Background: an optimization exercise with open tools, aiming at small area. Do not read the settings as production practice. In this exercise RTL edits were held to simulation tests only and were not proved equivalent to the original. Power is estimated from default activity; no workload was simulated.

## config.mk

```make
export PLATFORM = sky130hd
export DESIGN_NAME = bubble_pool
export DESIGN_NICKNAME = bubble_pool
export VERILOG_FILES = /design/flow/design.v
export SDC_FILE = /design/flow/constraint.sdc
export NUM_CORES = 4
export LEC_CHECK = 0
export CAP_MARGIN = 0
export CORE_MARGIN = 2
export CORE_UTILIZATION = 40
export SLEW_MARGIN = 0
export CTS_ARGS = -sink_clustering_enable -repair_clock_nets -dont_use_dummy_load -buf_list sky130_fd_sc_hd__clkbuf_8 -sink_clustering_size 16 -sink_clustering_max_diameter 60
export BUFFER_PORTS_ARGS = -buffer_cell sky130_fd_sc_hd__buf_1
```

## constraint.sdc

```tcl
create_clock -name core_clock -period 10.0 [get_ports {clk}]
set_input_delay 2.0000 -clock core_clock [delete_from_list [all_inputs] [get_ports {clk}]]
set_output_delay 2.0000 -clock core_clock [all_outputs]
set_load 0.01 [all_outputs]
```

## design.v

```verilog
module bubble_hit_test
#(
   parameter int NUM_SLOTS = 8
)(
   input  logic [NUM_SLOTS-1:0]           act,
   input  logic [NUM_SLOTS*2-1:0]         sizes,
   input  logic [NUM_SLOTS*11-1:0]        xns,
   input  logic [NUM_SLOTS*11-1:0]        yns,
   input  logic [10:0]                    px,
   input  logic [10:0]                    py,
   output logic                           hit,
   output logic [$clog2(NUM_SLOTS)-1:0]   slot,
   output logic [1:0]                     size,
   output logic [5:0]                     off_x,
   output logic [5:0]                     off_y
);
   localparam int SW = $clog2(NUM_SLOTS);
   function automatic logic [11:0] sub(input logic [10:0] p, input logic [10:0] qn);
      logic c;
      c = 1'b1;
      for (int k = 0; k < 11; k++) begin
         sub[k] = p[k] ^ qn[k] ^ c;
         c      = (p[k] && qn[k]) || (p[k] && c) || (qn[k] && c);
      end
      sub[11] = c;
   endfunction
   function automatic logic ok(input logic [11:0] t, input logic [1:0] s);
      ok = t[11] && (t[10:6] == 5'd0) &&
           (s == 2'd3 || (!t[5] && (s == 2'd2 || (!t[4] && (s == 2'd1 || !t[3])))));
   endfunction
   logic [NUM_SLOTS-1:0] cov, win;
   logic [11:0] tx [NUM_SLOTS];
   logic [11:0] ty [NUM_SLOTS];
   logic [2:0]  sxn, syn, hx, hy;
   always_comb begin
      for (int i = 0; i < NUM_SLOTS; i++) begin
         tx[i]  = sub(px, xns[i*11 +: 11]);
         ty[i]  = sub(py, yns[i*11 +: 11]);
         cov[i] = act[i] && ok(tx[i], sizes[i*2 +: 2]) && ok(ty[i], sizes[i*2 +: 2]);
      end
   end
   always_comb begin
      hit  = 1'b0;
      slot = '0;
      size = '0;
      sxn  = '0;
      syn  = '0;
      hx   = '0;
      hy   = '0;
      for (int i = 0; i < NUM_SLOTS; i++) begin
         win[i] = cov[i] && !hit;
         if (cov[i]) hit = 1'b1;
         if (win[i]) slot = slot | SW'(i);
         size = size | (sizes[i*2 +: 2] & {2{win[i]}});
         sxn  = sxn | (xns[i*11 +: 3] & {3{win[i]}});
         syn  = syn | (yns[i*11 +: 3] & {3{win[i]}});
         hx   = hx | (tx[i][5:3] & {3{win[i]}});
         hy   = hy | (ty[i][5:3] & {3{win[i]}});
      end
      off_x = {hx, (px[2:0] + sxn + 3'd1) & {3{hit}}};
      off_y = {hy, (py[2:0] + syn + 3'd1) & {3{hit}}};
   end
endmodule
module bubble_pool
#(
   parameter int NUM_SLOTS = 8,
   parameter int MAX_SIZE  = 3,
   parameter int BASE_DIAM = 8,
   parameter int SCREEN_W  = 640,
   parameter int FLOOR_Y   = 440,
   parameter int X_SPEED   = 2,
   parameter int GRAVITY   = 1
)(
   input  logic                          clk,
   input  logic                          reset,
   input  logic                          startOfFrame,
   input  logic                          spawn_valid,
   output logic                          spawn_ready,
   input  logic [2:0]                    spawn_size,
   input  logic [10:0]                   spawn_x,
   input  logic [10:0]                   spawn_y,
   input  logic                          spawn_dir,
   input  logic                          hit_valid,
   input  logic [$clog2(NUM_SLOTS)-1:0]  hit_slot,
   input  logic [10:0]                   pixelX,
   input  logic [10:0]                   pixelY,
   output logic                          drawingRequest,
   output logic [$clog2(NUM_SLOTS)-1:0]  drawSlot,
   output logic [2:0]                    drawSize,
   output logic [10:0]                   offsetX,
   output logic [10:0]                   offsetY,
   output logic [$clog2(NUM_SLOTS):0]    activeCount,
   output logic                          split,
   output logic                          allCleared
);
   localparam int N  = 8;
   localparam int SW = 3;
   localparam logic [1:0] S_IDLE   = 2'd0;
   localparam logic [1:0] S_UPDATE = 2'd1;
   localparam logic [1:0] S_SPLIT  = 2'd2;
   localparam logic [1:0] S_DONE   = 2'd3;
   logic [N-1:0]    s_act, s_pend, s_dir, s_fresh;
   logic [N*2-1:0]  s_size;
   logic [N*11-1:0] s_xn, s_yn;    
   logic [N*6-1:0]  s_vy;
   logic [1:0]  state;
   logic [N-1:0] isel;    
   logic in_idle, in_upd, in_spl, in_done;
   assign in_idle = (state == S_IDLE);
   assign in_upd  = (state == S_UPDATE);
   assign in_spl  = (state == S_SPLIT);
   assign in_done = (state == S_DONE);
   logic [N-1:0] fsel;
   logic         below_full;
   always_comb begin
      below_full = 1'b1;
      for (int i = 0; i < N; i++) begin
         fsel[i]    = below_full && !s_act[i];
         below_full = below_full && s_act[i];
      end
   end
   logic              c_act, c_pend, c_dir, c_fresh;
   logic [1:0]        c_size;
   logic [10:0]       c_x, c_y;
   logic signed [5:0] c_vy;
   always_comb begin
      c_act   = 1'b0;
      c_pend  = 1'b0;
      c_dir   = 1'b0;
      c_fresh = 1'b0;
      c_size  = '0;
      c_x     = '0;
      c_y     = '0;
      c_vy    = '0;
      for (int i = 0; i < N; i++) begin
         c_act   = c_act   | (s_act[i]   & isel[i]);
         c_pend  = c_pend  | (s_pend[i]  & isel[i]);
         c_dir   = c_dir   | (s_dir[i]   & isel[i]);
         c_fresh = c_fresh | (s_fresh[i] & isel[i]);
         c_size  = c_size  | (s_size[i*2 +: 2] & {2{isel[i]}});
         c_x     = c_x     | (~s_xn[i*11 +: 11] & {11{isel[i]}});
         c_y     = c_y     | (~s_yn[i*11 +: 11] & {11{isel[i]}});
         c_vy    = c_vy    | (s_vy[i*6 +: 6] & {6{isel[i]}});
      end
   end
   logic live, upd_split, do_pop, do_move, advance;
   assign live      = in_upd && c_act && !c_fresh;
   assign upd_split = live && c_pend && (c_size != 2'd0);
   assign do_pop    = live && c_pend && (c_size == 2'd0);
   assign do_move   = live && !c_pend;
   assign advance   = (in_upd && !upd_split) || in_spl;
   assign split       = do_pop || in_spl;
   assign allCleared  = in_done && (s_act == '0) && (activeCount != '0);
   assign spawn_ready = !reset && in_idle && !(&s_act);
   logic              m_dir;
   logic [10:0]       m_x, m_y;
   logic [5:0]        m_vy, v;
   logic [11:0]       nx;
   logic [12:0]       ny;
   logic [8:0]        xlim, ylim;
   logic              tx, cv, cy, ya, vb;
   always_comb begin
      xlim = 9'd80 - (9'd1 << c_size);
      ylim = 9'd55 - (9'd1 << c_size);
      nx[0] = c_x[0];
      tx    = 1'b1;
      for (int k = 1; k < 11; k++) begin
         nx[k] = c_x[k] ^ tx;
         tx    = tx & (c_x[k] ~^ c_dir);
      end
      nx[11] = tx & c_dir;
      if (!c_dir && c_x[10:2] == 9'd0 && c_x[1:0] != 2'd3) begin
         m_x   = '0;
         m_dir = 1'b1;
      end else if (nx[11:3] >= xlim) begin
         m_x   = {xlim[7:0], 3'b000};
         m_dir = 1'b0;
      end else begin
         m_x   = nx[10:0];
         m_dir = c_dir;
      end
      cv = 1'b1;
      for (int k = 0; k < 6; k++) begin
         v[k] = c_vy[k] ^ cv;
         cv   = cv & c_vy[k];
      end
      cy = 1'b0;
      for (int k = 0; k < 13; k++) begin
         ya    = (k < 11) ? c_y[k] : 1'b0;
         vb    = (k < 6) ? v[k] : v[5];
         ny[k] = ya ^ vb ^ cy;
         cy    = (ya & vb) | (ya & cy) | (vb & cy);
      end
      if (!ny[12] && ny[11:3] >= ylim) begin
         m_y  = {ylim[7:0], 3'b000};
         m_vy = 6'(-(6'd12 + {2'b00, c_size, 2'b00}));
      end else if (ny[12]) begin
         m_y  = '0;
         m_vy = v;
      end else begin
         m_y  = ny[10:0];
         m_vy = v;
      end
   end
   logic [10:0] w_x, w_y;
   logic [1:0]  w_size;
   logic [5:0]  w_vy;
   logic [1:0]  sp_size;
   assign sp_size = spawn_size[2] ? 2'd3 : spawn_size[1:0];
   assign w_x    = in_idle ? spawn_x : (in_upd ? m_x : c_x);
   assign w_y    = in_idle ? spawn_y : (in_upd ? m_y : c_y);
   assign w_size = in_idle ? sp_size : (c_size - 2'd1);
   assign w_vy   = in_idle ? 6'd0 : (in_upd ? m_vy : -6'sd16);
   logic alloc_go;
   assign alloc_go = in_spl || (in_idle && spawn_valid);
   logic [N-1:0] n_act, n_pend, n_fresh;
   logic [3:0]   n_cnt;
   always_comb begin
      n_cnt = '0;
      for (int i = 0; i < N; i++)
         n_cnt = n_cnt + {3'd0, s_act[i]};
   end
   logic         hit_go;
   assign hit_go = hit_valid && !((in_upd || in_spl) && isel[hit_slot]);
   always_comb begin
      for (int i = 0; i < N; i++) begin
         n_act[i]   = (fsel[i] && alloc_go) || (s_act[i] && !(isel[i] && do_pop));
         n_pend[i]  = !((fsel[i] && alloc_go) || (isel[i] && in_spl)) &&
                      (s_pend[i] || (hit_go && hit_slot == SW'(i)));
         n_fresh[i] = !in_idle && (s_fresh[i] || (fsel[i] && in_spl));
      end
   end
   always_ff @(posedge clk) begin
      s_fresh <= n_fresh;
      s_pend  <= n_pend;
      for (int i = 0; i < N; i++) begin
         if ((isel[i] && do_move) || (fsel[i] && alloc_go)) begin
            s_xn[i*11 +: 11] <= ~w_x;
            s_yn[i*11 +: 11] <= ~w_y;
         end
         if ((isel[i] && (do_move || in_spl)) || (fsel[i] && alloc_go)) begin
            s_vy[i*6 +: 6] <= w_vy;
            s_dir[i]       <= in_idle ? spawn_dir : (in_upd ? m_dir : fsel[i]);
         end
         if ((isel[i] && in_spl) || (fsel[i] && alloc_go))
            s_size[i*2 +: 2] <= w_size;
      end
   end
   logic       h_hit;
   logic [2:0] h_slot;
   logic [1:0] h_size;
   logic [5:0] h_ox, h_oy;
   bubble_hit_test #(
      .NUM_SLOTS (N)
   ) u_hit (
      .act   (s_act),
      .sizes (s_size),
      .xns   (s_xn),
      .yns   (s_yn),
      .px    (pixelX),
      .py    (pixelY),
      .hit   (h_hit),
      .slot  (h_slot),
      .size  (h_size),
      .off_x (h_ox),
      .off_y (h_oy)
   );
   logic [1:0] d_size;
   logic [5:0] d_ox, d_oy;
   assign drawSize = {1'b0, d_size};
   assign offsetX  = {5'd0, d_ox};
   assign offsetY  = {5'd0, d_oy};
   always_ff @(posedge clk or posedge reset) begin
      if (reset) begin
         state          <= S_IDLE;
         isel           <= N'(1);
         activeCount    <= '0;
         s_act          <= '0;
         drawingRequest <= 1'b0;
         drawSlot       <= '0;
         d_size         <= '0;
         d_ox           <= '0;
         d_oy           <= '0;
      end else begin
         case (state)
            S_IDLE:   if (startOfFrame) state <= S_UPDATE;
            S_UPDATE: if (upd_split) state <= S_SPLIT;
                      else if (isel[N-1]) state <= S_DONE;
            S_SPLIT:  state <= isel[N-1] ? S_DONE : S_UPDATE;
            default:  state <= S_IDLE;
         endcase
         if (advance) isel <= {isel[N-2:0], isel[N-1]};
         if (in_done) activeCount <= n_cnt;
         s_act          <= n_act;
         drawingRequest <= h_hit;
         drawSlot       <= h_slot;
         d_size         <= h_size;
         d_ox           <= h_ox;
         d_oy           <= h_oy;
      end
   end
endmodule
```

## flow/run.sh

```bash
#!/bin/bash
# Layout flow: the standard ORFS flow (standard.sh) with these changes to how the layout
# is built:
#  - synthesis is the standard one (synth_recipe.tcl), but ABC maps the logic with the
#    area-oriented script flow/abc_area.script (read through a scripts folder that is ORFS's
#    own, file for file, except for that script);
#  - clock tree synthesis without dummy load cells;
#  - the smallest buffer for the port buffers.
# Each tool's output goes to a log in this folder (synth.log, standard.log); ORFS also keeps
# its per-step logs under orfs/logs/.
set -euo pipefail
work=$(pwd)
mkdir -p scripts_abc
for f in "$FLOW_HOME"/scripts/*; do
  ln -s "$f" scripts_abc/
done
rm scripts_abc/abc_speed.script
cp flow/abc_area.script scripts_abc/abc_speed.script
cat >> config.mk <<'EOC'
export CTS_ARGS = -sink_clustering_enable -repair_clock_nets -dont_use_dummy_load -buf_list sky130_fd_sc_hd__clkbuf_8 -sink_clustering_size 16 -sink_clustering_max_diameter 60
export BUFFER_PORTS_ARGS = -buffer_cell sky130_fd_sc_hd__buf_1
EOC
bash standard.sh SCRIPTS_DIR="$work/scripts_abc" synth > synth.log 2>&1
bash standard.sh > standard.log 2>&1
```

## flow/abc_area.script

```
strash
dch
amap
strash
dch
amap
topo
stime -c
```

## standard.sh

```bash
#!/bin/bash
# synth_recipe.tcl (not shown) runs the flow's synth.tcl, then flattens the netlist and writes it again
# the make line also repeats each setting of config.mk as NAME=value (left out here)
make -C /OpenROAD-flow-scripts/flow DESIGN_CONFIG=/design/flow/config.mk WORK_HOME=/design/flow/orfs CLKGATE_MAP_FILE= SYNTH_SCRIPT=/design/flow/synth_recipe.tcl "${@:-finish}"
```

==> notes.md, run 1 <==
Clk_skew: 0.0890 ns
Final min period: 8.74 ns
Final setup vio count: 0
Gr usage total: 26.1%
Num CTS Buffers: 28
Global-route wire length before repair: 83.9 mm
Worst slew pin tran: 1.10 ns
Max-cap viol count: 0
Hold Fails Final Rpt: 0
CTS Hold Buffers Added: 0
Synth cell count leaders: edfxtp_1, clkinv_1, fa_1
GRT overflow: 0
Initial antenna violation count: 2
RD Place Congestion: 0.916
DP Area: 18300 um2
Hold Path Origin: s_fresh[5]
Share of the synthesized area in the top cell type: 43.7%
Die Ht: 210 um
Vias in the first global route: 13.1k
Worst hold path class: reg2reg
Synth unique cells: 47
Cell with the most instances after synthesis: edfxtp_1
Clock Pin Slew Worst Setup and Hold Paths: 0.09 ns
CTS resizes: 0
Critical Path AT: 9.04 ns
Share of cells above drive strength 1: 5.05%
Post-DRT Antenna Nets: 0
Core Area: 41900 um2
Leakage: 6.15 nW
Setup crit start: isel[3]
Max-Slew Margin vs Limit: 25.1%
Final Cell Area: 18700 um2
Fmax: 114 MHz
H-tree lvl count: 1
Clock sink total: 304
Yosys warns: 4
Number of port buffers: 80
Pwr Density: 148 nW/um2
Peak supply drop: 0.0000954 V
Avg WL per Cell: 27.5 um
Ys async rst share: 13.2%
Post-synth EDFFs: 248
# DRC: 0
Main synth FF type: edfxtp_1
Leading post-synthesis cells by cell area: edfxtp_1, fa_1, dfrtp_1, o22ai_1, clkinv_1
CTS tree: done
Die Width: 210 um
Critical Path Start Type: flip-flop
Power, Total: 2.75 mW
CP endpoint kind: flip-flop
Routed wire length: 57.3 mm
Worst setup path class: reg2reg
Row cnt: 75
Unrepaired setup endpoints after global routing: false
Pin count of the biggest net entering global routing: 41
CP max FO: 13
Clock tree buffer depth: 3
Vias post-DR: 12.9k
Drt initial violations: 1576
Synth Register Bits: 304
Final Max Tran Viols: 0
Post-Synthesis Cells: 1400
Area leader, netlist: edfxtp_1
Antenna cells: 0
Tcrit/Tclk final: 87.4%
Worst EP required: 10.30 ns
Status: no timing/DRC/antenna violations
Avg Cell Area, Syn: 12.2 um2
Die area: 44200 um2
Seq/Total Area, Yosys: 51.5%
Fin Setup TNS: 0 ns
Worst-Skew Late Latency: 0.64 ns
Final HPWL DP: 40.9 mm
Drt first pass iters: 8
Drt via density: 6.18
Launching point of the worst reg2reg path: isel[3]
Nets: 1779
Initial core utilization: 40.6%
Synthesized area: 17000 um2
Post-CTS setup buffer count: 0
Area grow syn2layout: 9.63%
Root buffer cell: clkbuf_8
Top Ports: 92
==> layer usage <==
metal	track usage, %	up-vias	wire length, um
met5	0	-	8
met3	4.28	163	5320
met2	40.5	777	25700
li1	-	5549	-
met1	35.5	6381	23100
met4	13.7	2	3160
==> flip-flops by register name, summed over array words and instances (netlist names) <==
signal          count
s_xn               88
s_yn               88
s_vy               48
s_size             16
isel                8
s_act               8
s_dir               8
s_fresh             8
s_pend              8
d_ox                6
d_oy                6
activeCount         4
drawSlot            3
d_size              2
state               2
drawingRequest      1
==> area by class of cell <==
cell class | count | area, um2
inverters | 189 | 709
multi-input cells | 906 | 7550
clock buffers | 28 | 385
fillers | 3861 | 23300
well taps | 539 | 674
repair buffers | 117 | 578
flip-flops and latches | 304 | 8770
==> per-stage QoR <==
step | hold WS (ns) | setup WS (ns) | std cells | utilization, %
6_report | 0.486 | 1.26 | 2083 | 44.5
3_3_place_gp | 0.450 | 1.06 | 2055 | 43.6
4_1_cts | 0.485 | 1.46 | 2083 | 44.5
3_5_place_dp | 0.460 | 0.888 | 2055 | 43.6
2_1_floorplan | 0.436 | 1.11 | 1410 | -
5_1_grt | 0.511 | 0.868 | 2083 | 44.5
==> worst paths after layout <==
check	to	cells after the start	slack [ns]
worst max-delay path	s_vy[38]	20	1.26
worst min-delay path	s_fresh[5]	2	0.49
worst max register to register	s_vy[38]	20	1.26
worst min register to register	s_fresh[5]	2	0.49
max in group asynchronous	d_ox[5]	2	7.80
min in group asynchronous	state[1]	2	1.54
==> worst max-delay path, cell delays in order, from the launching register on <==
cell and delay (ns):
dfrtp_1 0.73, a222oi_1 0.49, nand3_1 0.23, ha_1 0.35, clkinv_1 0.10, fa_1 0.42, fa_1 0.40, fa_1 0.39
fa_1 0.43, fa_1 0.44, fa_1 0.40, fa_1 0.40, fa_1 0.40, fa_1 0.39, fa_1 0.39, ha_1 0.30
nand4_1 0.14, o31ai_1 0.12, nor2_1 0.54, clkinv_1 0.45, a221oi_1 0.89
==> logic make-up after synthesis <==
family | count (synthesis) | share of synthesized area, %
AO/OA/AOI/OAI | 389 | 15.5
AND/OR/NAND/NOR | 328 | 8.92
flip-flops | 304 | 51.5
buffers and inverters | 200 | 4.65
adder cells (fa/ha/maj) | 177 | 19.4
XOR/XNOR | 1 | 0.0514
other | 1 | 0.0220
==> placed cells by master, fill, tap and decap left out, types with 21 or more instances in the layout <==
| master | n |
|---|---|
| edfxtp_1 | 248 |
| clkinv_1 | 188 |
| fa_1 | 144 |
| nor2_1 | 140 |
| o22ai_1 | 120 |
| buf_1 | 80 |
| o21ai_0 | 55 |
| a21oi_1 | 54 |
| nand2_1 | 54 |
| dfrtp_1 | 39 |
| buf_4 | 37 |
| nor3_1 | 36 |
| a222oi_1 | 33 |
| ha_1 | 32 |
| nor4_1 | 29 |
| clkbuf_8 | 28 |
| a22oi_1 | 21 |
==> report_power, final <==
group | internal (mW) | switching, mW
Sequential | 1.53 | 0.0110
Combinational | 0.134 | 0.433
Clock | 0.248 | 0.402
==> run 2: changes to the inputs <==
--- a/flow/run.sh
+++ b/flow/run.sh
@@ -18,6 +18,7 @@
 cp flow/abc_area.script scripts_abc/abc_speed.script
 cat >> config.mk <<'EOC'
 export CTS_ARGS = -sink_clustering_enable -repair_clock_nets -dont_use_dummy_load -buf_list sky130_fd_sc_hd__clkbuf_8 -sink_clustering_size 16 -sink_clustering_max_diameter 60
+export SKIP_REPAIR_TIE_FANOUT = 1
 export BUFFER_PORTS_ARGS = -buffer_cell sky130_fd_sc_hd__buf_1
 EOC
 bash standard.sh SCRIPTS_DIR="$work/scripts_abc" synth > synth.log 2>&1
==> flow/abc_area.script (replaced) <==
strash
dch
amap
strash
dch
amap
strash
dch
amap
topo
stime -c
--- a/config.mk
+++ b/config.mk
@@ -5,9 +5,10 @@
 export SDC_FILE = /design/flow/constraint.sdc
 export NUM_CORES = 4
 export LEC_CHECK = 0
-export CAP_MARGIN = 0
+export CAP_MARGIN = 20
 export CORE_MARGIN = 2
 export CORE_UTILIZATION = 40
-export SLEW_MARGIN = 0
+export SLEW_MARGIN = 20
 export CTS_ARGS = -sink_clustering_enable -repair_clock_nets -dont_use_dummy_load -buf_list sky130_fd_sc_hd__clkbuf_8 -sink_clustering_size 16 -sink_clustering_max_diameter 60
+export SKIP_REPAIR_TIE_FANOUT = 1
 export BUFFER_PORTS_ARGS = -buffer_cell sky130_fd_sc_hd__buf_1
==> run 2 against run 1 <==
Largest power group unchanged. Synthesized area down 0.18%. Still clean. Synthesized cell count down 0.71%. Largest cell class unchanged. Core utilization about the same. Global-route usage down 0.45 points.
==> notes.md, run 2 <==
Pin count of the biggest net entering global routing: 41
FF/Latch Area: 8770 um2
Leading cell type in the layout, fill and taps excluded: edfxtp_1
Critical Path Start Type: flip-flop
# DRC: 0
Unrepaired setup endpoints after global routing: false
Xor/xnor share of the synthesized area: 0.0515%
Fmax: 109 MHz
Top Ports: 92
RD Place Congestion: 0.944
Final min period: 9.17 ns
CP endpoint kind: flip-flop
Drt first pass iters: 8
Top delay family on crit path: adder cells
Most frequent cells in the layout: edfxtp_1, clkinv_1, fa_1
Core Area: 41900 um2
Yosys warns: 4
CP bufs+invs: 3
CP most frequent cell: fa_1
Die Width: 210 um
Worst-Skew Late Latency: 0.63 ns
Max-cap viol count: 0
Crit-path slowest cell: dfstp_2
Root buffer cell: clkbuf_8
Synth Register Bits: 304
Clock sink total: 304
Compound-Gate Fraction of Synth Area: 15.6%
Initial antenna violation count: 0
Largest family of logic cells by synthesized area: adder cells
Share of cells above drive strength 1: 5.44%
Final HPWL DP: 40.4 mm
Worst stage delay on the critical path: 0.79 ns
Final setup vio count: 0
Gr usage total: 25.6%
Area leader, netlist: edfxtp_1
Min Hold Slack: 0.484 ns
Leakage: 6.11 nW
Seq/Total Area, Yosys: 51.6%
Share of total power in combinational logic: 20.8%
CTS resizes: 0
Worst hold path class: reg2reg
Worst EP required: 10.32 ns
Post-DRT Antenna Nets: 0
Clock power share: 23.7%
Nets: 1762
Main synth FF type: edfxtp_1
Post-synth EDFFs: 248
Cell with the most instances after synthesis: edfxtp_1
Clk_skew: 0.0632 ns
Vias in the first global route: 12.8k
CP max FO: 13
GRT overflow: 0
Number of port buffers: 80
Worst setup path class: reg2reg
Fin Setup TNS: 0 ns
Simple logic cell fraction of the synthesized area: 8.64%
Ys async rst share: 13.2%
Hold Fails Final Rpt: 0
Leading post-synthesis cells by cell area: edfxtp_1, fa_1, dfrtp_1, o22ai_1, clkinv_1
Biggest regs: s_xn (88), s_yn (88), s_vy (48)
Avg Cell Area, Syn: 12.2 um2
Avg WL per Cell: 27.4 um
Num CTS Buffers: 29
Sequential fraction of design power: 55.6%
Hold Path Depth: 2
Peak supply drop: 0.000134 V
Initial core utilization: 40.5%
CTS tree: done
Max-Slew Margin vs Limit: 27.3%
Final Max Tran Viols: 0
Internal: 1.93 mW
Worst slew pin tran: 1.08 ns
Die area: 44200 um2
DP Area: 18200 um2
Synth cell count leaders: edfxtp_1, clkinv_1, fa_1
Drt via density: 6.26
Status: no timing/DRC/antenna violations
Vias post-DR: 12.9k
Pwr Density: 149 nW/um2
Post-Synthesis Cells: 1390
CTS Hold Buffers Added: 0
Global-route wire length before repair: 83.1 mm
Synth unique cells: 49
Multi-input logic area: 7490 um2
R2R cell count: 25
Fillers: 3817
Share of the synthesized area in the top cell type: 43.8%
Antenna cells: 0
CP Depth: 25
Row cnt: 75
Sw Ratio: 30.5%
Routed wire length: 56.6 mm
H-tree lvl count: 1
Tcrit/Tclk final: 91.7%
Clock Pin Slew Worst Setup and Hold Paths: 0.09 ns
Clock tree buffer depth: 3
Drt initial violations: 1645
Critical Path AT: 9.49 ns
Synth Area in Adders: 19.4%
Final Cell Area: 18700 um2
Total net switching power: 846 uW
Area grow syn2layout: 9.74%
Post-CTS setup buffer count: 0
Synthesized area: 17000 um2
Die Ht: 210 um
Post-synthesis mux area share: 0%
-- run 2: cell types whose count changed after synthesis, moves of 3 or more --
cell	change
a2111oi_0	-3
a21oi_1	-19
a22oi_1	+4
nand2_1	-5
nand4_1	-3
nor2_1	-7
nor3_1	-4
nor4_1	+6
o21a_1	-3
o21ai_0	+12
o22ai_1	+12
-- run 2: path summary, 6_finish.rpt --
path,to,slack (ns),startpoint
setup / recovery,s_yn[39],0.83,isel[0]
hold / removal,s_pend[7],0.48,s_pend[7]
setup reg to reg,s_yn[39],0.83,isel[0]
hold reg to reg,s_pend[7],0.48,s_pend[7]
max in group asynchronous,isel[0],8.12,reset
min in group asynchronous,s_act[5],1.34,reset
-- run 2: worst register-to-register path: stages (launching register included) --
cell and delay, ns:
dfstp_2 0.79, clkinv_1 0.50, o22ai_1 0.30, nor3_1 0.08
o221ai_1 0.12, ha_1 0.21, clkinv_1 0.07, fa_1 0.37
fa_1 0.40, fa_1 0.39, fa_1 0.42, fa_1 0.40
fa_1 0.39, fa_1 0.39, fa_1 0.39, fa_1 0.40
fa_1 0.39, ha_1 0.28, nand3_1 0.12, nor2b_1 0.07
a21oi_1 0.20, nor2b_1 0.65, clkinv_1 0.50, nor2_1 0.27
nor3_1 0.09, a211oi_1 0.68
-- run 2: kinds of logic (layout without fill, tap and decap cells) --
logic type	count (synthesis)	after routing
xor gates and xnor gates	1	1
adders and majority gates	177	177
and+or+nand+nor	315	315
buffers and inverters	200	337
DFF	304	304
AOI/OAI and AO/OA	392	392
other	1	1
-- run 2: final cells by class --
cell class                 count  area share [%]
clock buffer                  29            2.14
inverter                     189            3.80
multi-input combinational    886            40.2
sequential                   304            47.0
tap                          539            3.62
timing repair buffer         119            3.25
-- run 2: power by group through the flow --
stage                     registers [mW]  clock network (mW)  logic, mW
after floorplan                     1.57                   0      0.328
after global placement              1.57                   0      0.558
after detailed placement            1.57                   0      0.569
after CTS                           1.54               0.667      0.571
after global routing                1.54               0.712      0.633
final                               1.54               0.656      0.576
-- run 2: through the flow --
step / setup WS (ns) / util, % / total power, mW / cells
global route: 0.520 / 44.5 / 2.89 / 2066
detailed placement: 0.682 / 43.5 / 2.14 / 2036
floorplan: 1.09 / - / 1.89 / 1390
CTS: 0.945 / 44.4 / 2.78 / 2065
finish: 0.830 / 44.5 / 2.77 / 2066
global placement: 0.682 / 43.5 / 2.13 / 2036
-- run 2: layer usage --
layer  wire, um  track usage, %
met3       5130            3.34
met1      23600            36.7
met5          0               0
met4       2370            10.6
met2      25500            39.7
==> run 3: changes to the inputs <==
--- a/config.mk
+++ b/config.mk
@@ -7,7 +7,7 @@
 export LEC_CHECK = 0
 export CAP_MARGIN = 20
 export CORE_MARGIN = 2
-export CORE_UTILIZATION = 40
+export CORE_UTILIZATION = 55
 export SLEW_MARGIN = 20
 export CTS_ARGS = -sink_clustering_enable -repair_clock_nets -dont_use_dummy_load -buf_list sky130_fd_sc_hd__clkbuf_8 -sink_clustering_size 16 -sink_clustering_max_diameter 60
 export SKIP_REPAIR_TIE_FANOUT = 1
==> run 3 against run 2 <==
Still clean on timing, DRC and antenna. Worst setup slack gained 0.29 ns. Maximum frequency grew 3.2%. Final area shrank 1.1%. Routed wire length shrank 0.18%. Combinational power shrank 1%. Clock power shrank 2%. First-iteration DRC count grew 24%. Flip-flop and latch count is the same. Largest cell class unchanged. Largest power group unchanged. Highest routed layer unchanged.
==> notes.md, run 3 <==
Status: no timing/DRC/antenna violations
CP max FO: 12
Tcrit/Tclk final: 88.8%
Vias post-DR: 13.0k
Final setup vio count: 0
Post-CTS setup buffer count: 0
Antenna cells: 0
CTS tree: done
Post-synthesis mux area share: 0%
Xor/xnor share of the synthesized area: 0.0515%
Ys async rst share: 13.2%
Max-cap viol count: 0
Crit-path slowest cell: a211oi_1
Core Area: 30500 um2
Placed cell count: 1896
Critical Path AT: 9.15 ns
Share of the synthesized area in the top cell type: 43.8%
CP Cell Sequence: a222oi_1, nand3_1, ha_1, clkinv_1, fa_1, fa_1, fa_1, fa_1, fa_1, fa_1, fa_1, fa_1, fa_1, fa_1, ha_1, nand3_1, nor2b_1, a21oi_1, nor2b_1, clkinv_1, nor2_1, nor3_1, a211oi_1
Final HPWL DP: 40.7 mm
Drt first pass iters: 7
Root buffer cell: clkbuf_8
Synth unique cells: 49
Clock Pin Slew Worst Setup and Hold Paths: 0.09 ns
Num CTS Buffers: 27
Critical Path Start Type: flip-flop
Largest family of logic cells by synthesized area: adder cells
Simple logic cell fraction of the synthesized area: 8.64%
Synth cell count leaders: edfxtp_1, clkinv_1, fa_1
Yosys warns: 4
Worst slew pin tran: 1.09 ns
Initial antenna violation count: 0
Min Hold Slack: 0.484 ns
Most frequent cells in the layout: edfxtp_1, clkinv_1, fa_1
Top delay family on crit path: adder cells
Synthesized area: 17000 um2
Pwr Density: 149 nW/um2
Die Width: 180 um
Main synth FF type: edfxtp_1
Synth Area in Adders: 19.4%
Worst EP required: 10.26 ns
Area leader, netlist: edfxtp_1
Cell with the most instances after synthesis: edfxtp_1
Worst stage delay on the critical path: 0.79 ns
Pin count of the biggest net entering global routing: 41
CTS Hold Buffers Added: 0
R2R Setup Slk: 1.12 ns
Worst setup path class: reg2reg
Synth Register Bits: 304
Clock tree buffer depth: 3
Peak supply drop: 0.000104 V
Fin Setup TNS: 0 ns
CP bufs+invs: 2
Biggest regs: s_xn (88), s_yn (88), s_vy (48)
Leading post-synthesis cells by cell area: edfxtp_1, fa_1, dfrtp_1, o22ai_1, clkinv_1
Final Max Tran Viols: 0
Hold Fails Final Rpt: 0
Global-route wire length before repair: 82.8 mm
Fmax: 113 MHz
Final min period: 8.88 ns
Drt initial violations: 2035
Number of port buffers: 80
Power, Total: 2.76 mW
Post-Synthesis Cells: 1390
Leakage: 6.10 nW
Fillers: 2477
H-tree lvl count: 1
Routed wire length: 56.5 mm
Die Ht: 180 um
# DRC: 0
Die area: 32300 um2
GRT overflow: 0
Nets: 1762
Max-Slew Margin vs Limit: 26.5%
CP endpoint kind: flip-flop
RD Place Congestion: 0.978
Worst-Skew Late Latency: 0.63 ns
Drt via density: 6.76
Row cnt: 64
Area grow syn2layout: 8.55%
Unrepaired setup endpoints after global routing: false
Clock sink total: 304
Post-DRT Antenna Nets: 0
Avg WL per Cell: 29.4 um
Leading cell type in the layout, fill and taps excluded: edfxtp_1
Cell Count, Final, Fillers Out: 1923
Clk_skew: 0.0635 ns
Post-synth EDFFs: 248
Top Ports: 92
Seq/Total Area, Yosys: 51.6%
CTS resizes: 0
Worst hold path class: reg2reg
Initial core utilization: 55.7%
Compound-Gate Fraction of Synth Area: 15.6%
Share of cells above drive strength 1: 5.37%
CP most frequent cell: fa_1
Avg Cell Area, Syn: 12.2 um2
Gr usage total: 34.7%
Vias in the first global route: 12.7k
## run 3: cell count changes in the layout (fill, tap and decap cells not counted), sizes merged
| cell | delta |
|---|---|
| buf | +2 |
| clkbuf | -2 |
## run 3: cell families after synthesis
family / count (synthesis)
adder cells (fa/ha/maj): 177
AO/OA/AOI/OAI: 392
flip-flops: 304
AND/OR/NAND/NOR: 315
XOR/XNOR: 1
buffers and inverters: 200
other: 1
## run 3: tightest hold or removal path, stage by stage, from the launching register on
cell	delay, ns
dfxtp_1	0.33
nor2_1	0.05
nor2_1	0.07
## run 3: metrics by stage
| step | worst slack [ns] | instance area [um2] | util (%) |
|---|---|---|---|
| floorplan | 1.09 | 17000 | - |
| finish | 1.12 | 18500 | 60.5 |
| CTS | 1.16 | 18400 | 60.5 |
| global placement | 0.916 | 18100 | 59.2 |
| global route | 0.697 | 18500 | 60.5 |
| detailed placement | 0.840 | 18100 | 59.2 |
## run 3: final timing paths
| path | from | endpoint | cells after the start |
|---|---|---|---|
| worst min-delay path | s_pend[3] | s_pend[3] | 2 |
| worst min register to register | s_pend[3] | s_pend[3] | 2 |
| max in group asynchronous | reset | d_oy[5] | 2 |
| min in group asynchronous | reset | s_act[2] | 2 |
| worst max-delay path | isel[1] | s_yn[6] | 23 |
| worst max register to register | isel[1] | s_yn[6] | 23 |
## run 3: layer usage
layer	part of all wire [%]	vias up	wire, um	GRT usage (%)
met1	41	6441	23200	51.3
li1	-	5522	-	-
met4	3.9	0	2180	11.4
met5	0	-	0	0
met3	11	124	6100	5.90
met2	44	903	25000	52.9
## run 3: area by class of cell
| cell class | count | area [um2] | area share (%) |
|---|---|---|---|
| Inverter | 189 | 709 | 3.84 |
| Multi-Input combinational cell | 886 | 7500 | 40.6 |
| Sequential cell | 304 | 8770 | 47.5 |
| Tap cell | 396 | 495 | 2.69 |
| Clock buffer | 27 | 372 | 2.01 |
| Timing Repair Buffer | 121 | 608 | 3.30 |
## run 3: power by group
| group | total (mW) | switching (mW) | internal, mW |
|---|---|---|---|
| sequential | 1.54 | 0.0122 | 1.53 |
| combinational | 0.570 | 0.434 | 0.136 |
| clock | 0.646 | 0.406 | 0.239 |
| total | 2.76 | 0.853 | 1.91 |
==> run 4: changes to the inputs <==
--- a/flow/run.sh
+++ b/flow/run.sh
@@ -17,8 +17,7 @@
 rm scripts_abc/abc_speed.script
 cp flow/abc_area.script scripts_abc/abc_speed.script
 cat >> config.mk <<'EOC'
-export CTS_ARGS = -sink_clustering_enable -repair_clock_nets -dont_use_dummy_load -buf_list sky130_fd_sc_hd__clkbuf_8 -sink_clustering_size 16 -sink_clustering_max_diameter 60
-export SKIP_REPAIR_TIE_FANOUT = 1
+export CTS_ARGS = -sink_clustering_enable -repair_clock_nets -dont_use_dummy_load
 export BUFFER_PORTS_ARGS = -buffer_cell sky130_fd_sc_hd__buf_1
 EOC
 bash standard.sh SCRIPTS_DIR="$work/scripts_abc" synth > synth.log 2>&1
==> flow/abc_area.script (replaced) <==
strash
dch
amap
topo
stime -c
==> config.mk (replaced) <==
export PLATFORM = sky130hd
export DESIGN_NAME = bubble_pool
export DESIGN_NICKNAME = bubble_pool
export VERILOG_FILES = /design/flow/design.v
export SDC_FILE = /design/flow/constraint.sdc
export NUM_CORES = 4
export LEC_CHECK = 0
export CAP_MARGIN = 20
export CORE_MARGIN = 2
export CORE_UTILIZATION = 40
export SLEW_MARGIN = 20
export CTS_ARGS = -sink_clustering_enable -repair_clock_nets -dont_use_dummy_load
export BUFFER_PORTS_ARGS = -buffer_cell sky130_fd_sc_hd__buf_1
==> run 4 against run 3 <==
Clock skew decreased by 0.018 ns. Final cell count increased by 8.6%. Flip-flop and latch count unchanged. Clock-buffer cell count increased by 7. Global-route usage decreased by 8.7 points. Maximum frequency decreased by 1.1%.
==> notes.md, run 4 <==
Post-synth EDFFs: 248
Synth Register Bits: 304
Root buffer cell: clkbuf_16
Avg Cell Area, Syn: 12.3 um2
Hold Path Sink: s_fresh[5]
R2R Setup Slk: 1.02 ns
Critical Path AT: 9.18 ns
Worst slew pin tran: 1.13 ns
Critical Path Start Type: flip-flop
Met1 track demand over resource: 37.0%
Final Max Tran Viols: 0
Tcrit/Tclk final: 89.8%
Post-CTS setup buffer count: 0
Biggest regs: s_xn (88), s_yn (88), s_vy (48)
Worst setup path class: reg2reg
Peak supply drop: 0.0000886 V
Fillers: 3840
Met2 Use GR: 40.5%
Area leader, netlist: edfxtp_1
Yosys warns: 4
Power, Total: 3.20 mW
Main synth FF type: edfxtp_1
Final setup vio count: 0
CP endpoint kind: flip-flop
# DRC: 0
Gr usage total: 26.0%
Cell with the most instances after synthesis: edfxtp_1
Vias post-DR: 13.0k
Leakage: 6.38 nW
Hold Path Origin: s_fresh[5]
Drt initial violations: 1911
CTS resizes: 0
Final HPWL DP: 41.7 mm
Share of the synthesized area in the top cell type: 43.6%
Max-cap viol count: 0
Unrepaired setup endpoints after global routing: false
Drt via density: 6.23
Post-Synthesis Cells: 1390
Drt first pass iters: 9
Synthesized area: 17100 um2
Crit-path slowest cell: a221oi_1
GRT overflow: 0
Die Width: 211 um
Pin count of the biggest net entering global routing: 43
Launching point of the worst reg2reg path: isel[3]
CP most frequent cell: fa_1
Ys async rst share: 13.2%
Final min period: 8.98 ns
Die Ht: 211 um
Place WS: 0.600 ns
Die area: 44400 um2
Num CTS Buffers: 34
Seq/Total Area, Yosys: 51.3%
Hold Path Depth: 2
Row cnt: 75
Worst r2r dst: s_vy[26]
Clock Pin Slew Worst Setup and Hold Paths: 0.06 ns
Initial core utilization: 40.7%
Synth unique cells: 48
Leading cell type in the layout, fill and taps excluded: edfxtp_1
Pwr Density: 166 nW/um2
Hold Fails Final Rpt: 0
Share of cells above drive strength 1: 6.00%
Core Area: 42000 um2
Clk_skew: 0.0451 ns
Vias in the first global route: 12.8k
Post-DRT Antenna Nets: 0
Clock sink total: 304
Number of port buffers: 80
CTS tree: done
Worst stage delay on the critical path: 0.95 ns
M3 GR Usage: 4.15%
Antenna cells: 0
Leading post-synthesis cells by cell area: edfxtp_1, fa_1, dfrtp_1, clkinv_1, o22ai_1
Final worst slack: 1.02 ns
Nets: 1784
Max-Slew Margin vs Limit: 24.2%
R2R cell count: 21
Global-route wire length before repair: 84.0 mm
H-tree lvl count: 2
Top Ports: 92
Avg WL per Cell: 27.4 um
Area grow syn2layout: 12.7%
Fin Setup TNS: 0 ns
Worst EP required: 10.20 ns
RD Place Congestion: 0.911
Worst hold path class: reg2reg
CP max FO: 14
Worst-Skew Late Latency: 0.53 ns
Synth cell count leaders: edfxtp_1, clkinv_1, fa_1
Fmax: 111 MHz
CP Cell Sequence: clkinv_1, buf_4, o22ai_1, or4_1, ha_1, clkinv_1, fa_1, fa_1, fa_1, fa_1, fa_1, fa_1, fa_1, fa_1, fa_1, fa_1, ha_1, o2111ai_1, nor2b_1, clkinv_1, a221oi_1
Grt peak-use layer: met2
Status: no timing/DRC/antenna violations
Top delay family on crit path: adder cells
CTS Hold Buffers Added: 0
Most frequent cells in the layout: edfxtp_1, clkinv_1, fa_1
Clock tree buffer depth: 3
Routed wire length: 57.2 mm
Initial antenna violation count: 0
CP bufs+invs: 4
run 4: changes by cell type after synthesis, moves of 7 or more:
cell / before / now
clkinv_1: 189 / 196
nand3_1: 18 / 6
o21ai_0: 74 / 90
or3_1: 11 / 18
nor2_1: 133 / 115
o22ai_1: 133 / 114
a22oi_1: 25 / 18
o211ai_1: 1 / 8
a221oi_1: 13 / 20
or4_1: 6 / 15
run 4: where the power goes:
group / internal (mW) / total (mW) / switching, mW
logic: 0.140 / 0.590 / 0.450
registers: 1.54 / 1.55 / 0.00983
clock network: 0.596 / 1.05 / 0.455
run 4: layer usage:
| layer | part of all wire (%) | vias to the layer above |
|---|---|---|
| met4 | 4.0 | 0 |
| met3 | 9.8 | 121 |
| met2 | 45 | 805 |
| met5 | 0 | - |
| met1 | 41 | 6522 |
| li1 | - | 5563 |
run 4: cells by family after synthesis:
logic type | synth area share [%]
XOR/XNOR | 0.0512
AND/OR/NAND/NOR | 8.52
AO/OA/AOI/OAI | 16.1
adder cells (fa/ha/maj) | 19.3
other | 0.0219
buffers and inverters | 4.79
flip-flops | 51.3
run 4: worst max path at each step:
| stage | startpoint | to | slack, ns | cells past startpoint |
|---|---|---|---|---|
| 5_1_grt | pixelY[1] | d_ox[2] | 0.54 | 28 |
| 4_1_cts | isel[3] | s_yn[14] | 1.09 | 23 |
| 3_5_place_dp | pixelY[1] | d_ox[2] | 0.60 | 28 |
| 2_1_floorplan | pixelY[0] | d_oy[2] | 0.53 | 28 |
| 3_3_place_gp | pixelX[1] | d_ox[2] | 0.76 | 28 |
| 6_report | isel[3] | s_vy[26] | 1.02 | 21 |
run 4: worst register-to-register path: cells and delay by family (launching register included):
kind / cells / cell delay, ns
buffers and inverters: 4 / 1.53
AOI/OAI and AO/OA: 3 / 1.23
DFF: 1 / 0.75
and+or+nand+nor: 2 / 0.76
adders and majority gates: 12 / 4.37
run 4: area by class of cell:
| class | instances | area, um2 | share of cell area, % |
|---|---|---|---|
| Sequential cell | 304 | 8770 | 45.5 |
| Multi-Input combinational cell | 889 | 7590 | 39.4 |
| Clock buffer | 34 | 851 | 4.42 |
| Timing Repair Buffer | 126 | 646 | 3.35 |
| Inverter | 196 | 736 | 3.82 |
| Tap cell | 539 | 674 | 3.50 |
run 4: through the flow:
step,cells,hold slack (ns),utilization (%),cell area (um2)
final,2088,0.476,45.8,19300
after CTS,2088,0.476,45.8,19300
after global placement,2054,0.454,43.8,18400
after floorplan,1400,0.436,-,17100
after detailed placement,2054,0.464,43.8,18400
after global routing,2088,0.500,45.8,19300
==> run 5: changes to the inputs <==
--- a/flow/run.sh
+++ b/flow/run.sh
@@ -17,7 +17,7 @@
 rm scripts_abc/abc_speed.script
 cp flow/abc_area.script scripts_abc/abc_speed.script
 cat >> config.mk <<'EOC'
-export CTS_ARGS = -sink_clustering_enable -repair_clock_nets -dont_use_dummy_load
+export CTS_ARGS = -sink_clustering_enable -repair_clock_nets -dont_use_dummy_load -buf_list sky130_fd_sc_hd__clkbuf_16 -sink_clustering_size 40 -sink_clustering_max_diameter 100
 export BUFFER_PORTS_ARGS = -buffer_cell sky130_fd_sc_hd__buf_1
 EOC
 bash standard.sh SCRIPTS_DIR="$work/scripts_abc" synth > synth.log 2>&1
==> flow/abc_area.script (replaced) <==
strash
dch
amap
strash
dch
amap
topo
stime -c
--- a/config.mk
+++ b/config.mk
@@ -9,5 +9,5 @@
 export CORE_MARGIN = 2
 export CORE_UTILIZATION = 40
 export SLEW_MARGIN = 20
-export CTS_ARGS = -sink_clustering_enable -repair_clock_nets -dont_use_dummy_load
+export CTS_ARGS = -sink_clustering_enable -repair_clock_nets -dont_use_dummy_load -buf_list sky130_fd_sc_hd__clkbuf_16 -sink_clustering_size 40 -sink_clustering_max_diameter 100
 export BUFFER_PORTS_ARGS = -buffer_cell sky130_fd_sc_hd__buf_1
==> run 5 against run 4 <==
Register-to-register slack improved by 0.28 ns. Maximum frequency rose by 2.7%. Final area fell by 3.1%. Critical path type is now in2reg.
==> notes.md, run 5 <==
CP max FO: 14
CP endpoint kind: flip-flop
Worst slew pin tran: 0.960 ns
Final HPWL DP: 40.9 mm
Num CTS Buffers: 15
Root buffer cell: clkbuf_16
Ys async rst share: 13.2%
Number of port buffers: 80
Share of cells above drive strength 1: 4.31%
Drt initial violations: 1695
Avg WL per Cell: 27.5 um
Post-Synthesis Cells: 1400
# DRC: 0
CTS tree: done
Synth unique cells: 47
Hold Path Origin: s_fresh[1]
Routed wire length: 57.0 mm
Die area: 44200 um2
Global-route wire length before repair: 83.6 mm
Critical Path Start Type: input port
Launching point of the worst reg2reg path: isel[3]
Worst r2r dst: s_vy[15]
R2R cell count: 20
CTS resizes: 0
Nets: 1766
Top Ports: 92
Post-CTS setup buffer count: 0
Antenna cells: 0
Worst hold path class: reg2reg
Post-DRT Antenna Nets: 0
Biggest regs: s_xn (88), s_yn (88), s_vy (48)
Critical Path AT: 9.15 ns
Tcrit/Tclk final: 87.5%
Leading post-synthesis cells by cell area: edfxtp_1, fa_1, dfrtp_1, o22ai_1, clkinv_1
R2R Setup Slk: 1.30 ns
Initial antenna violation count: 2
Area grow syn2layout: 9.62%
Peak supply drop: 0.000102 V
Cell with the most instances after synthesis: edfxtp_1
Crit-path slowest cell: nor4_1
Worst setup path class: in2reg
Synth cell count leaders: edfxtp_1, clkinv_1, fa_1
Max-cap viol count: 0
Clock Pin Slew Worst Setup and Hold Paths: 0.09 ns
Critical path endpoint: d_oy[2]
Fin Setup TNS: 0 ns
Initial core utilization: 40.6%
CTS Hold Buffers Added: 0
Share of the synthesized area in the top cell type: 43.7%
Core Area: 41900 um2
Vias post-DR: 13.0k
Hold Fails Final Rpt: 0
Worst stage delay on the critical path: 0.52 ns
Multi-input logic area: 7560 um2
Cell Count, Final, Fillers Out: 2070
Unrepaired setup endpoints after global routing: false
Yosys warns: 4
Pwr Density: 148 nW/um2
GRT overflow: 0
Clk_skew: 0.0516 ns
Area leader, netlist: edfxtp_1
M3 GR Usage: 4.29%
Fmax: 114 MHz
Row cnt: 75
Clock tree buffer depth: 3
Gr usage total: 25.9%
Max-Slew Margin vs Limit: 35.4%
H-tree lvl count: 1
Pin count of the biggest net entering global routing: 41
Clock sink total: 304
Final min period: 8.75 ns
Main synth FF type: edfxtp_1
Avg Cell Area, Syn: 12.2 um2
Vias in the first global route: 13.0k
Final worst slack: 1.25 ns
Place WS: 0.888 ns
Worst-Skew Late Latency: 0.54 ns
Status: no timing/DRC/antenna violations
Seq/Total Area, Yosys: 51.5%
Setup crit start: pixelY[1]
Synth Register Bits: 304
RD Place Congestion: 0.916
Drt via density: 6.27
Met1 track demand over resource: 35.4%
Synthesized area: 17000 um2
FF/Latch Area: 8770 um2
Leading cell type in the layout, fill and taps excluded: edfxtp_1
Power, Total: 2.77 mW
Post-synth EDFFs: 248
Fillers: 3850
Worst EP required: 10.41 ns
CP most frequent cell: fa_1
Placed cell count: 2055
Grt peak-use layer: met2
Die Width: 210 um
Leakage: 6.13 nW
Met2 Use GR: 41.4%
Drt first pass iters: 8
Final Max Tran Viols: 0
Most frequent cells in the layout: edfxtp_1, clkinv_1, fa_1
Final setup vio count: 0
Die Ht: 210 um
-- run 5: changes by cell type after synthesis, moves of 8 or more --
cell / change
a21oi_1: +15
nand2_1: +8
nand3_1: +11
nor2_1: +25
nor3_1: +9
o211ai_1: -8
o21ai_0: -28
o221ai_1: +8
or4_1: -9
-- run 5: cell type report --
cell class              count  share of cell area (%)
flip-flops and latches    304                    47.0
inverters                 189                    3.80
well taps                 539                    3.61
clock buffers              15                    2.01
multi-input cells         906                    40.5
repair buffers            117                    3.10
-- run 5: how the worst min path moves through the flow --
stage,endpoint,cells past startpoint
after floorplan,s_fresh[0],2
after global placement,s_fresh[6],2
after detailed placement,s_pend[2],2
after CTS,s_pend[4],2
after global routing,s_pend[6],2
final,s_fresh[1],2
-- run 5: per-layer routing --
metal  vias up  part of all wire, %  wire length (um)
li1       5529                    -                 -
met1      6472                   40             22800
met2       799                   45             25900
met3       170                  9.6              5480
met4         2                  4.9              2810
met5         -                0.014                 8
-- run 5: logic make-up after synthesis --
| kind of cell | after synthesis | share of synthesized area (%) |
|---|---|---|
| other cells | 1 | 0.0220 |
| simple gates | 328 | 8.92 |
| compound gates | 389 | 15.5 |
| flops | 304 | 51.5 |
| buf+inv | 200 | 4.65 |
| xor+xnor | 1 | 0.0514 |
| fa+ha+maj | 177 | 19.4 |
-- run 5: per-stage QoR --
| stage | area [um2] | util (%) | hold WS (ns) |
|---|---|---|---|
| global route | 18700 | 44.5 | 0.516 |
| floorplan | 17100 | - | 0.436 |
| CTS | 18700 | 44.5 | 0.489 |
| global placement | 18300 | 43.6 | 0.450 |
| detailed placement | 18300 | 43.6 | 0.460 |
| finish | 18700 | 44.5 | 0.493 |
-- run 5: power breakdown --
group	internal, mW	switching (mW)
Sequential	1.53	0.0110
Clock	0.272	0.393
Combinational	0.136	0.433
Total	1.93	0.837
-- run 5: worst max-delay path: cells and delay by family --
kind            cells  cell delay, ns
simple gates        8            1.90
compound gates      8            1.35
fa+ha+maj           9            2.93
buf+inv             4            0.96
==> run 6: changes to the inputs <==
--- a/flow/run.sh
+++ b/flow/run.sh
@@ -17,7 +17,7 @@
 rm scripts_abc/abc_speed.script
 cp flow/abc_area.script scripts_abc/abc_speed.script
 cat >> config.mk <<'EOC'
-export CTS_ARGS = -sink_clustering_enable -repair_clock_nets -dont_use_dummy_load -buf_list sky130_fd_sc_hd__clkbuf_16 -sink_clustering_size 40 -sink_clustering_max_diameter 100
+export CTS_ARGS = -sink_clustering_enable -repair_clock_nets -dont_use_dummy_load -buf_list sky130_fd_sc_hd__clkbuf_8 -sink_clustering_size 20 -sink_clustering_max_diameter 50
 export BUFFER_PORTS_ARGS = -buffer_cell sky130_fd_sc_hd__buf_1
 EOC
 bash standard.sh SCRIPTS_DIR="$work/scripts_abc" synth > synth.log 2>&1
==> config.mk (replaced) <==
export PLATFORM = sky130hd
export DESIGN_NAME = bubble_pool
export DESIGN_NICKNAME = bubble_pool
export VERILOG_FILES = /design/flow/design.v
export SDC_FILE = /design/flow/constraint.sdc
export NUM_CORES = 4
export LEC_CHECK = 0
export CAP_MARGIN = 20
export CORE_MARGIN = 2
export CORE_UTILIZATION = 65
export SLEW_MARGIN = 20
export CTS_ARGS = -sink_clustering_enable -repair_clock_nets -dont_use_dummy_load -buf_list sky130_fd_sc_hd__clkbuf_8 -sink_clustering_size 20 -sink_clustering_max_diameter 50
export BUFFER_PORTS_ARGS = -buffer_cell sky130_fd_sc_hd__buf_1
==> run 6 against run 5 <==
Final area is 1.2% lower. Core utilization is 27 points higher. Routed wire length down 5.6%. Sequential share of layout area is 0.58 points higher. Die area down 38%. First-iteration DRC count increased by 28%. Via count rose by 2.5%. Clock skew is 0.0074 ns higher. Clock-buffer cell count up 16. Sequential power hardly changed. Combinational power shrank 0.7%. Critical path type is now reg2reg. Critical endpoint is now s_vy[8]. Largest power group unchanged.
==> notes.md, run 6 <==
Post-DRT Antenna Nets: 0
Final Max Tran Viols: 0
Share of cells above drive strength 1: 5.11%
Total net switching power: 842 uW
Synth Register Bits: 304
Most frequent cells in the layout: edfxtp_1, clkinv_1, fa_1
Clock power share: 24.2%
Die area: 27500 um2
Post-Synthesis Cells: 1400
Clock tree buffer depth: 3
CTS resizes: 0
Internal: 1.93 mW
Ys async rst share: 13.2%
Leakage: 6.16 nW
Yosys warns: 4
Avg Cell Area, Syn: 12.2 um2
Pin count of the biggest net entering global routing: 41
CTS Hold Buffers Added: 0
Min Hold Slack: 0.476 ns
Leading cell type in the layout, fill and taps excluded: edfxtp_1
Main synth FF type: edfxtp_1
Worst-Skew Late Latency: 0.64 ns
Worst setup path class: reg2reg
RD Place Congestion: 0.977
Launching point of the worst reg2reg path: isel[6]
# DRC: 0
Power, Total: 2.77 mW
Die Ht: 166 um
Max-cap viol count: 0
Tcrit/Tclk final: 86.7%
Drt first pass iters: 8
Antenna cells: 0
Die Width: 166 um
Clock Pin Slew Worst Setup and Hold Paths: 0.11 ns
Clock sink total: 304
Worst r2r dst: s_vy[8]
CTS tree: done
Sw Ratio: 30.4%
Hold Fails Final Rpt: 0
Drt via density: 7.07
Routed wire length: 53.8 mm
Top Ports: 92
Synthesized area: 17000 um2
Biggest regs: s_xn (88), s_yn (88), s_vy (48)
Number of port buffers: 80
Clk_skew: 0.0590 ns
Drt initial violations: 2178
R2R Setup Slk: 1.33 ns
Fin Setup TNS: 0 ns
CP endpoint kind: flip-flop
Final setup vio count: 0
Row cnt: 59
Root buffer cell: clkbuf_8
Sequential fraction of design power: 55.4%
Unrepaired setup endpoints after global routing: false
Place WS: 0.989 ns
Final worst slack: 1.33 ns
Post-synth EDFFs: 248
Synth cell count leaders: edfxtp_1, clkinv_1, fa_1
Cell with the most instances after synthesis: edfxtp_1
Max-Slew Margin vs Limit: 27.1%
Share of total power in combinational logic: 20.4%
Initial core utilization: 65.7%
Seq/Total Area, Yosys: 51.5%
Critical Path AT: 8.92 ns
CP max FO: 11
H-tree lvl count: 1
Pwr Density: 150 nW/um2
Vias post-DR: 13.3k
Core Area: 25900 um2
Leading post-synthesis cells by cell area: edfxtp_1, fa_1, dfrtp_1, o22ai_1, clkinv_1
Placed cell count: 1849
Worst EP required: 10.26 ns
Synth unique cells: 47
Num CTS Buffers: 31
Global-route wire length before repair: 80.2 mm
Cell Count, Final, Fillers Out: 1880
Worst slew pin tran: 1.09 ns
GRT overflow: 0
Fmax: 115 MHz
Area grow syn2layout: 8.28%
Final min period: 8.67 ns
Post-CTS setup buffer count: 0
Gr usage total: 39.4%
Nets: 1780
Final HPWL DP: 38.4 mm
Share of the synthesized area in the top cell type: 43.7%
Peak supply drop: 0.000240 V
R2R cell count: 22
Avg WL per Cell: 28.6 um
Status: no timing/DRC/antenna violations
Worst hold path class: reg2reg
Initial antenna violation count: 0
Area leader, netlist: edfxtp_1
Setup crit start: isel[6]
Critical path endpoint: s_vy[8]
Critical Path Start Type: flip-flop
Vias in the first global route: 13.1k
-- run 6: final cells by class --
cell class,count,area [um2]
sequential,304,8770
multi-input combinational,906,7550
fill,1910,7470
inverter,189,709
timing repair buffer,115,563
clock buffer,31,427
tap,335,419
-- run 6: logic make-up after synthesis --
group / count (synthesis) / share of synthesized area (%)
buffers and inverters: 200 / 4.65
AND/OR/NAND/NOR: 328 / 8.92
other: 1 / 0.0220
AO/OA/AOI/OAI: 389 / 15.5
XOR/XNOR: 1 / 0.0514
flip-flops: 304 / 51.5
adder cells (fa/ha/maj): 177 / 19.4
-- run 6: worst min path at each step --
stage	start	to	slack [ns]	cells past startpoint
floorplan	s_fresh[0]	s_fresh[0]	0.44	2
global placement	s_fresh[4]	s_fresh[4]	0.45	2
detailed placement	s_pend[6]	s_pend[6]	0.46	2
CTS	s_pend[6]	s_pend[6]	0.48	2
global route	s_fresh[4]	s_fresh[4]	0.50	2
finish	s_pend[3]	s_pend[3]	0.48	2
-- run 6: per-stage QoR --
stage / utilization [%] / instance area (um2)
6_report: 71.2 / 18400
4_1_cts: 71.2 / 18400
5_1_grt: 71.2 / 18400
3_5_place_dp: 69.5 / 18000
2_1_floorplan: - / 17100
3_3_place_gp: 69.5 / 18000
-- run 6: layer usage --
layer | wire length (um) | track usage, % | vias up | share of wire [%]
li1 | - | - | 5540 | -
met1 | 20000 | 56.5 | 6525 | 37
met2 | 24300 | 60.3 | 1054 | 45
met3 | 6680 | 6.96 | 172 | 12
met4 | 2850 | 17.7 | 0 | 5.3
met5 | 0 | 0 | - | 0
-- run 6: critical path, stage by stage (launching register included) --
cell      delay, ns
dfrtp_1        0.68
clkinv_1       0.54
o22ai_1        0.29
nor3_1         0.09
o221ai_1       0.11
ha_1           0.21
clkinv_1       0.07
fa_1           0.37
fa_1           0.39
fa_1           0.40
fa_1           0.42
fa_1           0.43
fa_1           0.40
fa_1           0.39
fa_1           0.39
fa_1           0.39
fa_1           0.40
ha_1           0.30
nand4_1        0.11
o31ai_1        0.10
nor2_1         0.55
clkinv_1       0.36
a221oi_1       0.89
-- run 6: power groups by stage --
stage               Clock (mW)  Combinational [mW]  Sequential (mW)
floorplan                    0               0.325             1.56
global placement             0               0.532             1.56
global route             0.716               0.608             1.54
CTS                      0.671               0.551             1.54
detailed placement           0               0.549             1.56
finish                   0.672               0.565             1.54
==> run 7: changes to the inputs <==
--- a/flow/run.sh
+++ b/flow/run.sh
@@ -17,7 +17,7 @@
 rm scripts_abc/abc_speed.script
 cp flow/abc_area.script scripts_abc/abc_speed.script
 cat >> config.mk <<'EOC'
-export CTS_ARGS = -sink_clustering_enable -repair_clock_nets -dont_use_dummy_load -buf_list sky130_fd_sc_hd__clkbuf_8 -sink_clustering_size 20 -sink_clustering_max_diameter 50
+export CTS_ARGS = -sink_clustering_enable -repair_clock_nets -dont_use_dummy_load -buf_list sky130_fd_sc_hd__clkbuf_4 -sink_clustering_size 10 -sink_clustering_max_diameter 45
 export BUFFER_PORTS_ARGS = -buffer_cell sky130_fd_sc_hd__buf_1
 EOC
 bash standard.sh SCRIPTS_DIR="$work/scripts_abc" synth > synth.log 2>&1
==> config.mk (replaced) <==
export PLATFORM = sky130hd
export DESIGN_NAME = bubble_pool
export DESIGN_NICKNAME = bubble_pool
export VERILOG_FILES = /design/flow/design.v
export SDC_FILE = /design/flow/constraint.sdc
export NUM_CORES = 4
export LEC_CHECK = 0
export CAP_MARGIN = 20
export CORE_MARGIN = 2
export CORE_UTILIZATION = 40
export SLEW_MARGIN = 20
export CTS_ARGS = -sink_clustering_enable -repair_clock_nets -dont_use_dummy_load -buf_list sky130_fd_sc_hd__clkbuf_4 -sink_clustering_size 10 -sink_clustering_max_diameter 45
export BUFFER_PORTS_ARGS = -buffer_cell sky130_fd_sc_hd__buf_1
==> run 7 against run 6 <==
Clock skew up 0.082 ns. Flip-flop and latch count unchanged. Clock-buffer cell count up 12. Total power down 2.4%. Routed wire length up 6.6%. Highest routed layer unchanged. Critical path depth up 1. Non-clock buffer count up 2. Core utilization down 27 points. Final cell count up 12%. Register-to-register slack worse by 0.07 ns. Clock power down about 10%. Maximum frequency down 0.86%.
==> notes.md, run 7 <==
Leading cell type in the layout, fill and taps excluded: edfxtp_1
Unrepaired setup endpoints after global routing: false
Hold Path Origin: s_pend[2]
Share of the synthesized area in the top cell type: 43.7%
CTS tree: done
Worst slew pin tran: 0.964 ns
Critical Path AT: 9.06 ns
Most frequent cells in the layout: edfxtp_1, clkinv_1, fa_1
Clock Pin Slew Worst Setup and Hold Paths: 0.09 ns
FF/Latch Area: 8770 um2
Max-Slew Margin vs Limit: 35.1%
M3 GR Usage: 4.65%
Max-cap viol count: 0
Final min period: 8.74 ns
Die area: 44200 um2
Die Width: 210 um
CTS Hold Buffers Added: 0
Power, Total: 2.71 mW
RD Place Congestion: 0.916
H-tree lvl count: 2
Routed wire length: 57.4 mm
Die Ht: 210 um
Synthesized area: 17000 um2
Num CTS Buffers: 43
Post-synth EDFFs: 248
Met2 Use GR: 41.1%
Root buffer cell: clkbuf_4
Worst hold path class: reg2reg
Hold Fails Final Rpt: 0
Initial core utilization: 40.6%
Clock tree buffer depth: 3
Final setup vio count: 0
Clk_skew: 0.141 ns
Worst r2r dst: s_yn[5]
Grt peak-use layer: met2
Worst setup path class: reg2reg
Post-DRT Antenna Nets: 0
Multi-input logic area: 7560 um2
GRT overflow: 0
Leakage: 6.14 nW
Post-Synthesis Cells: 1400
Hold Path Depth: 2
Pwr Density: 145 nW/um2
Avg Cell Area, Syn: 12.2 um2
Fillers: 3878
Tcrit/Tclk final: 87.4%
Clock sink total: 304
Avg WL per Cell: 27.3 um
Met1 track demand over resource: 35.5%
CP endpoint kind: flip-flop
Gr usage total: 26.2%
Synth unique cells: 47
Leading post-synthesis cells by cell area: edfxtp_1, fa_1, dfrtp_1, o22ai_1, clkinv_1
Main synth FF type: edfxtp_1
Yosys warns: 4
Worst stage delay on the critical path: 0.81 ns
Fin Setup TNS: 0 ns
Nets: 1794
Area leader, netlist: edfxtp_1
Synth cell count leaders: edfxtp_1, clkinv_1, fa_1
CP Cell Sequence: clkinv_1, buf_4, o221ai_1, ha_1, clkinv_1, fa_1, fa_1, fa_1, fa_1, fa_1, fa_1, fa_1, fa_1, fa_1, fa_1, ha_1, nand4_1, o31ai_1, nor2_1, clkinv_1, or2_0, a32oi_1, o22ai_1
Seq/Total Area, Yosys: 51.5%
CP max FO: 21
# DRC: 0
Initial antenna violation count: 2
Number of port buffers: 80
Top delay family on crit path: adder cells
Biggest regs: s_xn (88), s_yn (88), s_vy (48)
CP bufs+invs: 4
R2R Setup Slk: 1.26 ns
Final Max Tran Viols: 0
Core Area: 41900 um2
Post-CTS setup buffer count: 0
CTS resizes: 0
Drt initial violations: 1526
Row cnt: 75
Hold Path Sink: s_pend[2]
Top Ports: 92
Synth Register Bits: 304
Vias post-DR: 13.0k
Pin count of the biggest net entering global routing: 41
Ys async rst share: 13.2%
Vias in the first global route: 13.1k
Fmax: 114 MHz
Final HPWL DP: 40.9 mm
Peak supply drop: 0.0000679 V
Launching point of the worst reg2reg path: isel[1]
R2R cell count: 23
Status: no timing/DRC/antenna violations
Global-route wire length before repair: 84.2 mm
Share of cells above drive strength 1: 6.03%
Drt first pass iters: 6
CP most frequent cell: fa_1
Area grow syn2layout: 9.32%
Worst-Skew Late Latency: 0.75 ns
Drt via density: 6.20
Critical Path Start Type: flip-flop
Worst EP required: 10.32 ns
Cell with the most instances after synthesis: edfxtp_1
Crit-path slowest cell: dfrtp_1
==> run 7: cell types whose count changed in the layout (fill, tap and decap cells not counted) <==
cell and delta:
clkbuf_4 +43, clkbuf_8 -31, a2111oi_1 +1, buf_4 +2
o32ai_2 +1, o32ai_1 -1, a2111oi_0 -1, diode_2 +1
==> run 7: stage by stage <==
step / setup WS, ns / cell area, um2 / std cells / hold slack, ns / util (%)
final: 1.26 / 18600 / 2099 / 0.482 / 44.4
after detailed placement: 0.888 / 18300 / 2055 / 0.460 / 43.6
after global placement: 1.06 / 18300 / 2055 / 0.450 / 43.6
after floorplan: 1.11 / 17100 / 1410 / 0.436 / -
after CTS: 1.46 / 18600 / 2098 / 0.482 / 44.4
after global routing: 0.949 / 18600 / 2099 / 0.514 / 44.4
==> run 7: worst max path at each step <==
stage / start / end / slack (ns) / cells after the start
global placement: pixelX[1] / d_oy[2] / 1.06 / 29
floorplan: pixelX[1] / d_ox[2] / 1.11 / 27
global route: pixelY[1] / d_ox[2] / 0.95 / 29
detailed placement: pixelY[1] / d_oy[2] / 0.89 / 29
CTS: isel[3] / s_vy[38] / 1.46 / 20
finish: isel[1] / s_yn[5] / 1.26 / 23
==> run 7: layer usage <==
metal  wire (um)  part of all wire, %  vias up
met5           0                    0        -
met4        3020                  5.3        0
met3        5620                  9.8      161
met2       26000                   45      858
met1       22700                   40     6392
li1            -                    -     5601
==> run 7: cell families after synthesis <==
kind of cell	after synthesis	share of synthesized area [%]
buffers and inverters	200	4.65
AO/OA/AOI/OAI	389	15.5
other	1	0.0220
XOR/XNOR	1	0.0514
AND/OR/NAND/NOR	328	8.92
adder cells (fa/ha/maj)	177	19.4
flip-flops	304	51.5
==> run 7: layout make-up <==
type / instances / area share (%)
antenna: 1 / 0.0134
inverter: 189 / 3.81
multi-input combinational: 906 / 40.6
tap: 539 / 3.62
sequential: 304 / 47.1
clock buffer: 43 / 1.73
timing repair buffer: 117 / 3.11
==> run 7: worst reg2reg max path, cell delays in order (launching register included) <==
cell      delay [ns]
dfrtp_1         0.81
clkinv_1        0.22
buf_4           0.34
o221ai_1        0.32
ha_1            0.21
clkinv_1        0.07
fa_1            0.38
fa_1            0.40
fa_1            0.39
fa_1            0.42
fa_1            0.44
fa_1            0.40
fa_1            0.40
fa_1            0.40
fa_1            0.39
fa_1            0.39
ha_1            0.30
nand4_1         0.14
o31ai_1         0.12
nor2_1          0.55
clkinv_1        0.44
or2_0           0.31
a32oi_1         0.25
o22ai_1         0.24
==> run 7: power by group <==
group | internal [mW] | switching [mW] | total [mW]
clock | 0.197 | 0.405 | 0.602
sequential | 1.53 | 0.0109 | 1.54
combinational | 0.136 | 0.433 | 0.569
total | 1.86 | 0.849 | 2.71

==> separate check: timing with driven ports <==
How much do the figures lean on ideal ports? The routed layouts below were timed once more, with nothing changed but the port constraints. Step 1 assumes that a clkbuf_16 drives the clock port and a buf_2 every other input. Step 2, shift: input delay + t, output delay - t, t = (earliest + latest rising clock arrival at the registers) / 2. This alone moves slack from input paths to output paths. a / b / c = ideal / step 1 / step 2; a / b = the first two.
| run | shift t [ns] | setup WS [ns] | worst hold slack (ns) | slew at the worst register clock pin (ns) | cell pins on the clock port's net |
|---|---|---|---|---|---|
| run 1 | 0.651 | 1.262 / 1.262 / 0.714 | 0.486 / 0.486 / 0.486 | 0.10 / 0.10 | 1 |
| run 2 | 0.644 | 0.830 / 0.830 / 0.595 | 0.484 / 0.484 / 0.484 | 0.10 / 0.10 | 1 |
| run 3 | 0.645 | 1.116 / 1.116 / 0.746 | 0.484 / 0.484 / 0.484 | 0.10 / 0.10 | 1 |
| run 4 | 0.562 | 1.017 / 1.017 / 0.514 | 0.476 / 0.476 / 0.476 | 0.06 / 0.06 | 1 |
| run 5 | 0.574 | 1.253 / 1.267 / 0.693 | 0.493 / 0.493 / 0.493 | 0.12 / 0.12 | 1 |
| run 6 | 0.655 | 1.335 / 1.335 / 0.869 | 0.476 / 0.476 / 0.476 | 0.11 / 0.11 | 1 |
| run 7 | 0.734 | 1.260 / 1.260 / 0.740 | 0.482 / 0.482 / 0.482 | 0.11 / 0.11 | 1 |
After both steps setup and hold are still met in every run listed. For run 5, which loses most, drivers alone change the setup slack by +0.014 ns; drivers and shift together by -0.560 ns.
